From an optimization exercise on the open Yosys and OpenROAD flow, aimed at small area, a short achievable clock period and few clock cycles per item; shortcuts taken in it are not production practice. RTL that was checked went through simulation tests only; none was proved equivalent to the original.

## aes_ctr_top
module aes_ctr_top (
    input  logic            clock,
    input  logic            reset,
    input  logic            start,
    input  logic            init,
    input  logic            key_valid,
    input  aes_pkg::key_t   aes_key,
    input  aes_pkg::half_t  nonce,
    input  aes_pkg::half_t  counter_init,
    input  aes_pkg::block_t data_in,
    output logic            ready,
    output logic            valid,
    output logic            busy,
    output aes_pkg::block_t data_out
);
Settings: LEC_CHECK=0, ABC_AREA=1, CAP_MARGIN=20, CORE_MARGIN=2, CORE_UTILIZATION=45, PLACE_DENSITY=0.6, SLEW_MARGIN=20; clock period 7.0 ns.
standard.sh (not shown) runs the stock make flow with config.mk's settings and CLKGATE_MAP_FILE= SYNTH_SCRIPT=/design/flow/synth_recipe.tcl, a recipe that flattens the netlist after the stock synthesis.
==> flow/flow/run.sh <==
#!/bin/bash
# Own flow: the standard layout, with the standard synthesis changed only in the ABC
# script that maps the combinational logic (a &nf mapping instead of
# ORFS's abc_speed/abc_area scripts). Registers are mapped before ABC runs, so they
# come out as in the standard synthesis.
set -euo pipefail
W=$PWD
sed 's#log_cmd abc {\*}$abc_args#log_cmd abc -script '"$W"'/flow/abc_nf.script {*}[lrange $abc_args 2 end]#' \
    "$FLOW_HOME/scripts/synth.tcl" > "$W/flow_synth.tcl"
grep -q "flow/abc_nf.script" "$W/flow_synth.tcl"
sed 's#$::env(SCRIPTS_DIR)/synth.tcl#'"$W"'/flow_synth.tcl#' "$W/synth_recipe.tcl" > "$W/flow_synth_recipe.tcl"
grep -q "flow_synth.tcl" "$W/flow_synth_recipe.tcl"
bash "$W/standard.sh" SYNTH_SCRIPT="$W/flow_synth_recipe.tcl" finish > "$W/flow_make.log" 2>&1
==> flow/flow/abc_nf.script <==
strash
&get -n
&st
&dch
&nf
&put
topo
stime -c
Testbench counts at the start, summed over its fixed seeds: cycles 6,136, items 384.
Edit:
==> flow/flow/run.sh (replaced) <==
#!/bin/bash
# Own flow: the standard layout (standard.sh) with two changes:
#  - synthesis is the standard one except for the ABC script that maps the combinational
#    logic (flow/abc_nf.script, a &nf mapping, instead of ORFS's abc_speed/abc_area).
#    Registers are mapped before ABC runs, so they come out as in the standard synthesis;
#  - every input and output port still gets its own buffer, but a sky130_fd_sc_hd__buf_1
#    rather than the delay buffer buffer_ports picks by default.
# Each tool's log stays in orfs/logs/ under this folder; make's own output goes to flow_make.log.
set -euo pipefail
W=$PWD
sed 's#log_cmd abc {\*}$abc_args#log_cmd abc -script '"$W"'/flow/abc_nf.script {*}[lrange $abc_args 2 end]#' \
    "$FLOW_HOME/scripts/synth.tcl" > "$W/flow_synth.tcl"
grep -q "flow/abc_nf.script" "$W/flow_synth.tcl"
sed 's#$::env(SCRIPTS_DIR)/synth.tcl#'"$W"'/flow_synth.tcl#' "$W/synth_recipe.tcl" > "$W/flow_synth_recipe.tcl"
grep -q "flow_synth.tcl" "$W/flow_synth_recipe.tcl"
bash "$W/standard.sh" SYNTH_SCRIPT="$W/flow_synth_recipe.tcl" \
    "BUFFER_PORTS_ARGS=-buffer_cell sky130_fd_sc_hd__buf_1" finish > "$W/flow_make.log" 2>&1
ABC_AREA = not set   (was 1)
CTS_BUF_LIST = sky130_fd_sc_hd__clkbuf_4 sky130_fd_sc_hd__clkbuf_8   (was not set)
SETUP_SLACK_MARGIN = 1.5   (was not set)
The changed run finished with timing, DRC and antenna clean.
Core utilization goes up by 2.6 points.
Wire length came out higher by 3.2%.
Clock-buffer cell count grows by 62.

========
aes_ctr_top, a different RTL version from the one above (not shown whole).
Size in the first run: about 530 flip-flops, ~650 I/O pins, roughly 52000 µm² of cells after synthesis.
==> flow/config.mk <==
export PLATFORM = sky130hd
export DESIGN_NAME = aes_ctr_top
export DESIGN_NICKNAME = aes_ctr_top
export VERILOG_FILES = /design/flow/design.v
export SDC_FILE = /design/flow/constraint.sdc
export NUM_CORES = 4
export LEC_CHECK = 0
export CAP_MARGIN = 20
export CORE_MARGIN = 2
export CORE_UTILIZATION = 45
export CTS_BUF_LIST = sky130_fd_sc_hd__clkbuf_4 sky130_fd_sc_hd__clkbuf_8
export PLACE_DENSITY = 0.6
export SETUP_SLACK_MARGIN = 2.0
export SLEW_MARGIN = 20
==> flow/constraint.sdc <==
create_clock -name core_clock -period 7.0 [get_ports {clock}]
set_input_delay 1.4000 -clock core_clock [delete_from_list [all_inputs] [get_ports {clock}]]
set_output_delay 1.4000 -clock core_clock [all_outputs]
set_load 0.01 [all_outputs]
==> flow/flow/run.sh <==
#!/bin/bash
# Own flow: the standard layout (standard.sh) with two changes:
#  - synthesis is the standard one except for the ABC script that maps the combinational
#    logic (flow/abc_nf.script: a &nf mapping, then ABC's buffering and gate sizing, instead of ORFS's abc_speed/abc_area).
#    Registers are mapped before ABC runs, so they come out as in the standard synthesis;
#  - every input and output port still gets its own buffer, but a sky130_fd_sc_hd__buf_1
#    rather than the delay buffer buffer_ports picks by default.
# Each tool's log stays in orfs/logs/ under this folder; make's own output goes to flow_make.log.
set -euo pipefail
W=$PWD
sed 's#log_cmd abc {\*}$abc_args#log_cmd abc -script '"$W"'/flow/abc_nf.script {*}[lrange $abc_args 2 end]#' \
    "$FLOW_HOME/scripts/synth.tcl" > "$W/flow_synth.tcl"
grep -q "flow/abc_nf.script" "$W/flow_synth.tcl"
sed 's#$::env(SCRIPTS_DIR)/synth.tcl#'"$W"'/flow_synth.tcl#' "$W/synth_recipe.tcl" > "$W/flow_synth_recipe.tcl"
grep -q "flow_synth.tcl" "$W/flow_synth_recipe.tcl"
bash "$W/standard.sh" SYNTH_SCRIPT="$W/flow_synth_recipe.tcl" \
    "BUFFER_PORTS_ARGS=-buffer_cell sky130_fd_sc_hd__buf_1" finish > "$W/flow_make.log" 2>&1
==> flow/flow/abc_nf.script <==
strash
&get -n
&st
&dch
&nf
&put
topo
buffer -c
upsize -c
dnsize -c
stime -c
The baseline finished with timing, DRC and antenna clean.
Testbench counts at the start, summed over its fixed seeds: cycles 6,136, items 384.
Then changed:
--- a/flow/config.mk
+++ b/flow/config.mk
@@ -11,4 +11,4 @@
 export CTS_BUF_LIST = sky130_fd_sc_hd__clkbuf_4 sky130_fd_sc_hd__clkbuf_8
 export PLACE_DENSITY = 0.6
-export SETUP_SLACK_MARGIN = 2.0
+export SETUP_SLACK_MARGIN = 2.5
 export SLEW_MARGIN = 20
Global-route usage rises by 2.7 points.
Core utilization went up by 5.2 points.
Via count increases by a few percent.
Critical path depth goes up by 1.
Then changed:
--- a/flow/config.mk
+++ b/flow/config.mk
@@ -11,4 +11,4 @@
 export CTS_BUF_LIST = sky130_fd_sc_hd__clkbuf_4 sky130_fd_sc_hd__clkbuf_8
 export PLACE_DENSITY = 0.6
-export SETUP_SLACK_MARGIN = 2.5
+export SETUP_SLACK_MARGIN = 1.25
 export SLEW_MARGIN = 20
The new run completed without violations.
Design area drops by about 27%.
Sequential share of layout area climbs by 4.7 points.
Via count drops by 14%.
Worst hold slack degrades by 11 ps.
Cell count drops by 12%.
Utilization drops by 20 points.
Register-to-register slack degrades by 270 ps.
Then changed:
--- a/flow/flow/run.sh
+++ b/flow/flow/run.sh
@@ -2,5 +2,5 @@
 # Own flow: the standard layout (standard.sh) with two changes:
 #  - synthesis is the standard one except for the ABC script that maps the combinational
-#    logic (flow/abc_nf.script: a &nf mapping, then ABC's buffering and gate sizing, instead of ORFS's abc_speed/abc_area).
+#    logic (flow/abc_nf.script, a &nf mapping, instead of ORFS's abc_speed/abc_area).
 #    Registers are mapped before ABC runs, so they come out as in the standard synthesis;
 #  - every input and output port still gets its own buffer, but a sky130_fd_sc_hd__buf_1
==> flow/flow/abc_nf.script (replaced) <==
strash
&get -n
&st
&dch
&nf
&put
topo
stime -c
--- a/flow/config.mk
+++ b/flow/config.mk
@@ -8,7 +8,7 @@
 export CAP_MARGIN = 20
 export CORE_MARGIN = 2
-export CORE_UTILIZATION = 45
+export CORE_UTILIZATION = 55
 export CTS_BUF_LIST = sky130_fd_sc_hd__clkbuf_4 sky130_fd_sc_hd__clkbuf_8
-export PLACE_DENSITY = 0.6
-export SETUP_SLACK_MARGIN = 1.25
+export PLACE_DENSITY = 0.7
+export SETUP_SLACK_MARGIN = 1.5
 export SLEW_MARGIN = 20
The changed run completed without violations.
Via count grows by about 3.5%.
Final area is higher by about 5.6%.
Setup slack got worse by 51 ps.

========
aes_ctr_top, a different RTL version from the one above (not shown whole).
For scale: ~530 flip-flops, roughly 0.051 mm² of cells after synthesis.
Design aes_ctr_top, start of the top module:
module aes_ctr_top (
    input  logic            clock,
    input  logic            reset,
    input  logic            start,
    input  logic            init,
    input  logic            key_valid,
    input  aes_pkg::key_t   aes_key,
    input  aes_pkg::half_t  nonce,
    input  aes_pkg::half_t  counter_init,
    input  aes_pkg::block_t data_in,
    output logic            ready,
    output logic            valid,
    output logic            busy,
    output aes_pkg::block_t data_out
);
clock: 7.0 ns
lec_check: 0
cap_margin: 20
core_margin: 2
core_utilization: 45
cts_buf_list: sky130_fd_sc_hd__clkbuf_16
cts_cluster_size: 24
place_density: 0.6
setup_slack_margin: 1.25
slew_margin: 20
==> flow/flow/run.sh <==
#!/bin/bash
# Own flow: the standard layout (standard.sh) with two changes:
#  - synthesis is the standard one except for the ABC script that maps the combinational
#    logic (flow/abc_nf.script: a &nf mapping, then ABC's buffering and gate sizing, instead of ORFS's abc_speed/abc_area).
#    Registers are mapped before ABC runs, so they come out as in the standard synthesis;
#  - every input and output port still gets its own buffer, but a sky130_fd_sc_hd__buf_1
#    rather than the delay buffer buffer_ports picks by default.
# Each tool's log stays in orfs/logs/ under this folder; make's own output goes to flow_make.log.
set -euo pipefail
W=$PWD
sed 's#log_cmd abc {\*}$abc_args#log_cmd abc -script '"$W"'/flow/abc_nf.script {*}[lrange $abc_args 2 end]#' \
    "$FLOW_HOME/scripts/synth.tcl" > "$W/flow_synth.tcl"
grep -q "flow/abc_nf.script" "$W/flow_synth.tcl"
sed 's#$::env(SCRIPTS_DIR)/synth.tcl#'"$W"'/flow_synth.tcl#' "$W/synth_recipe.tcl" > "$W/flow_synth_recipe.tcl"
grep -q "flow_synth.tcl" "$W/flow_synth_recipe.tcl"
bash "$W/standard.sh" SYNTH_SCRIPT="$W/flow_synth_recipe.tcl" \
    "BUFFER_PORTS_ARGS=-buffer_cell sky130_fd_sc_hd__buf_1" finish > "$W/flow_make.log" 2>&1
==> flow/flow/abc_nf.script <==
strash
&get -n
&st
&dch
&nf
&put
topo
buffer -c
upsize -c
dnsize -c
stime -c
The starting point finished clean.
Next try:
Settings changed: CTS_BUF_LIST sky130_fd_sc_hd__clkbuf_16 to sky130_fd_sc_hd__clkbuf_4 sky130_fd_sc_hd__clkbuf_8, CTS_CLUSTER_SIZE 24 to default, SETUP_SLACK_MARGIN 1.25 to 1.0.
The new run passed the timing, DRC and antenna checks.
Via count came out lower by 0.34%.
Final cell count barely changes.
Clock skew is higher by 0.011 ns.
Worst hold slack degrades by 0.0034 ns.
Final area came out lower by 2.5%.
Register-to-register slack gets worse by 0.23 ns.
Critical path depth does not change.
No run of this note included a check of the RTL's function; only the layout flow was run.

========
Another version of the RTL of aes_ctr_top (not shown whole).
Size: roughly 520 flip-flops, ~650 I/O pins, ~49000 um^2 of cells after synthesis.
export LEC_CHECK = 0
export ABC_AREA = 1
export CAP_MARGIN = 20
export CORE_MARGIN = 2
export CORE_UTILIZATION = 45
export PLACE_DENSITY = 0.6
export SLEW_MARGIN = 20
create_clock -name core_clock -period 7.0 [get_ports {clock}]
==> flow/flow/run.sh <==
#!/bin/bash
# Own flow: the standard layout, with the standard synthesis changed only in the ABC
# script that maps the combinational logic (an area-oriented &nf mapping instead of
# ORFS's abc_speed/abc_area scripts). Registers are mapped before ABC runs, so they
# come out as in the standard synthesis.
set -euo pipefail
W=$PWD
sed 's#log_cmd abc {\*}$abc_args#log_cmd abc -script '"$W"'/flow/abc_nf.script {*}[lrange $abc_args 2 end]#' \
    "$FLOW_HOME/scripts/synth.tcl" > "$W/flow_synth.tcl"
grep -q "flow/abc_nf.script" "$W/flow_synth.tcl"
sed 's#$::env(SCRIPTS_DIR)/synth.tcl#'"$W"'/flow_synth.tcl#' "$W/synth_recipe.tcl" > "$W/flow_synth_recipe.tcl"
grep -q "flow_synth.tcl" "$W/flow_synth_recipe.tcl"
bash "$W/standard.sh" SYNTH_SCRIPT="$W/flow_synth_recipe.tcl" finish > "$W/flow_make.log" 2>&1
==> flow/flow/abc_nf.script <==
strash
&get -n
&st
&dch
&nf -R 1000
&put
topo
stime -c
Testbench counts at the start, summed over its fixed seeds: cycles 6,136, items 384.
Edit:
==> flow/run.sh (new file) <==
#!/bin/bash
# synth_recipe.tcl (not shown) runs the flow's synth.tcl, then flattens the netlist and writes it again
# the make line also repeats each setting of config.mk as NAME=value (left out here)
make -C /OpenROAD-flow-scripts/flow DESIGN_CONFIG=/design/flow/config.mk WORK_HOME=/design/flow/orfs CLKGATE_MAP_FILE= SYNTH_SCRIPT=/design/flow/synth_recipe.tcl finish
removed: flow/flow/run.sh
removed: flow/flow/abc_nf.script
removed: flow/standard.sh
Outcome:
- cell count increases by 76%
- area after synthesis went up by 43%
- utilization drops by 6.3 points
- routed wire length goes up by 71%
- global-route usage goes up by 6.6 points
- via count rises by 87%
- die area is higher by 43%
- count of clock-buffer cells in the layout does not change
- sequential cell count does not change
- synthesized cell count goes up by 110%

========
aes_ctr_top with an RTL version that a note above also has.
Size: roughly 6,000 cells after synthesis, about 530 flip-flops, roughly 52,000 um2 of cells after synthesis.
export LEC_CHECK = 0
export CAP_MARGIN = 20
export CORE_MARGIN = 2
export CORE_UTILIZATION = 45
export CTS_BUF_LIST = sky130_fd_sc_hd__clkbuf_4 sky130_fd_sc_hd__clkbuf_8
export PLACE_DENSITY = 0.6
export SETUP_SLACK_MARGIN = 1.5
export SLEW_MARGIN = 20
create_clock -name core_clock -period 7.0 [get_ports {clock}]
==> flow/flow/run.sh <==
#!/bin/bash
# Own flow: the standard layout (standard.sh) with two changes:
#  - synthesis is the standard one except for the ABC script that maps the combinational
#    logic (flow/abc_nf.script: a &nf mapping, then ABC's buffering and gate sizing, instead of ORFS's abc_speed/abc_area).
#    Registers are mapped before ABC runs, so they come out as in the standard synthesis;
#  - every input and output port still gets its own buffer, but a sky130_fd_sc_hd__buf_1
#    rather than the delay buffer buffer_ports picks by default.
# Each tool's log stays in orfs/logs/ under this folder; make's own output goes to flow_make.log.
set -euo pipefail
W=$PWD
sed 's#log_cmd abc {\*}$abc_args#log_cmd abc -script '"$W"'/flow/abc_nf.script {*}[lrange $abc_args 2 end]#' \
    "$FLOW_HOME/scripts/synth.tcl" > "$W/flow_synth.tcl"
grep -q "flow/abc_nf.script" "$W/flow_synth.tcl"
sed 's#$::env(SCRIPTS_DIR)/synth.tcl#'"$W"'/flow_synth.tcl#' "$W/synth_recipe.tcl" > "$W/flow_synth_recipe.tcl"
grep -q "flow_synth.tcl" "$W/flow_synth_recipe.tcl"
bash "$W/standard.sh" SYNTH_SCRIPT="$W/flow_synth_recipe.tcl" \
    "BUFFER_PORTS_ARGS=-buffer_cell sky130_fd_sc_hd__buf_1" finish > "$W/flow_make.log" 2>&1
==> flow/flow/abc_nf.script <==
strash
&get -n
&st
&dch
&nf
&put
topo
buffer -c
upsize -c
dnsize -c
stime -c
Testbench counts at the start, summed over its fixed seeds: cycles 6,136, items 384.
Rerun with:
--- a/flow/config.mk
+++ b/flow/config.mk
@@ -13 +13 @@
-export SETUP_SLACK_MARGIN = 1.5
+export SETUP_SLACK_MARGIN = 1.0
What happened: The new run finished clean. Final area drops by 6.8%. Worst setup slack loses 0.30 ns. Critical path depth increases by 1. Synthesized cell count is unchanged. First-iteration DRC count went up by 4.8%. Die area stays the same. Fmax goes down by 5.2%. Non-clock buffer count went down by 175. Sequential share of layout area climbs by 1.1 points.

[re-timing with driven ports]
How much do the figures lean on ideal ports? The routed layouts below were timed once more, with nothing changed but the port constraints.
Step 1 (the two cells are an assumption about what drives the block):
set clk [get_ports {clock}]
set_driving_cell -lib_cell sky130_fd_sc_hd__clkbuf_16 $clk
set_driving_cell -lib_cell sky130_fd_sc_hd__buf_2 [delete_from_list [all_inputs] $clk]
Step 2 adds t to the input delays and takes it off the output delays; t is the mean of the earliest and latest rising clock arrival at the registers after step 1. Input paths then give back, and output paths get back, about the clock's delay inside the block.
Slacks: no drivers / after step 1 / after step 2; pairs: no drivers / after step 1.
run	t, ns	slack for setup (ns)	worst hold slack (ns)	worst data-port slew with drivers (ns)	cell pins on the clock port's net
the first run of note 1	0.722	0.483 / 0.483 / 0.483	0.454 / 0.454 / 0.454	0.12	1
the second run of note 1	0.861	1.535 / 1.535 / 1.535	0.429 / 0.429 / 0.429	0.17	1
the first run of note 2	0.876	1.591 / 1.591 / 1.591	0.434 / 0.434 / 0.434	0.20	1
the second run of note 2	0.849	1.689 / 1.689 / 1.591	0.455 / 0.455 / 0.455	0.28	1
the third run of note 2	0.851	1.416 / 1.416 / 1.416	0.444 / 0.444 / 0.444	0.20	1
the fourth run of note 2	0.834	1.364 / 1.364 / 1.364	0.452 / 0.452 / 0.452	0.14	1
the first run of note 3	0.740	1.353 / 1.353 / 1.353	0.453 / 0.453 / 0.453	0.19	1
the second run of note 3	0.863	1.119 / 1.119 / 1.119	0.449 / 0.449 / 0.449	0.20	1
the first run of note 4	0.718	0.218 / 0.218 / 0.218	0.449 / 0.449 / 0.449	0.14	1
the second run of note 4	0.798	0.320 / 0.320 / 0.320	0.461 / 0.461 / 0.461	0.23	1
the first run of note 5	0.847	1.546 / 1.546 / 1.546	0.438 / 0.438 / 0.438	0.23	1
the second run of note 5	0.859	1.248 / 1.248 / 1.248	0.427 / 0.427 / 0.427	0.26	1
After both steps setup and hold are still met in every run listed. For the second run of note 2, which loses most, drivers alone change the setup slack by 0.000 ns; drivers and shift together by -0.098 ns.
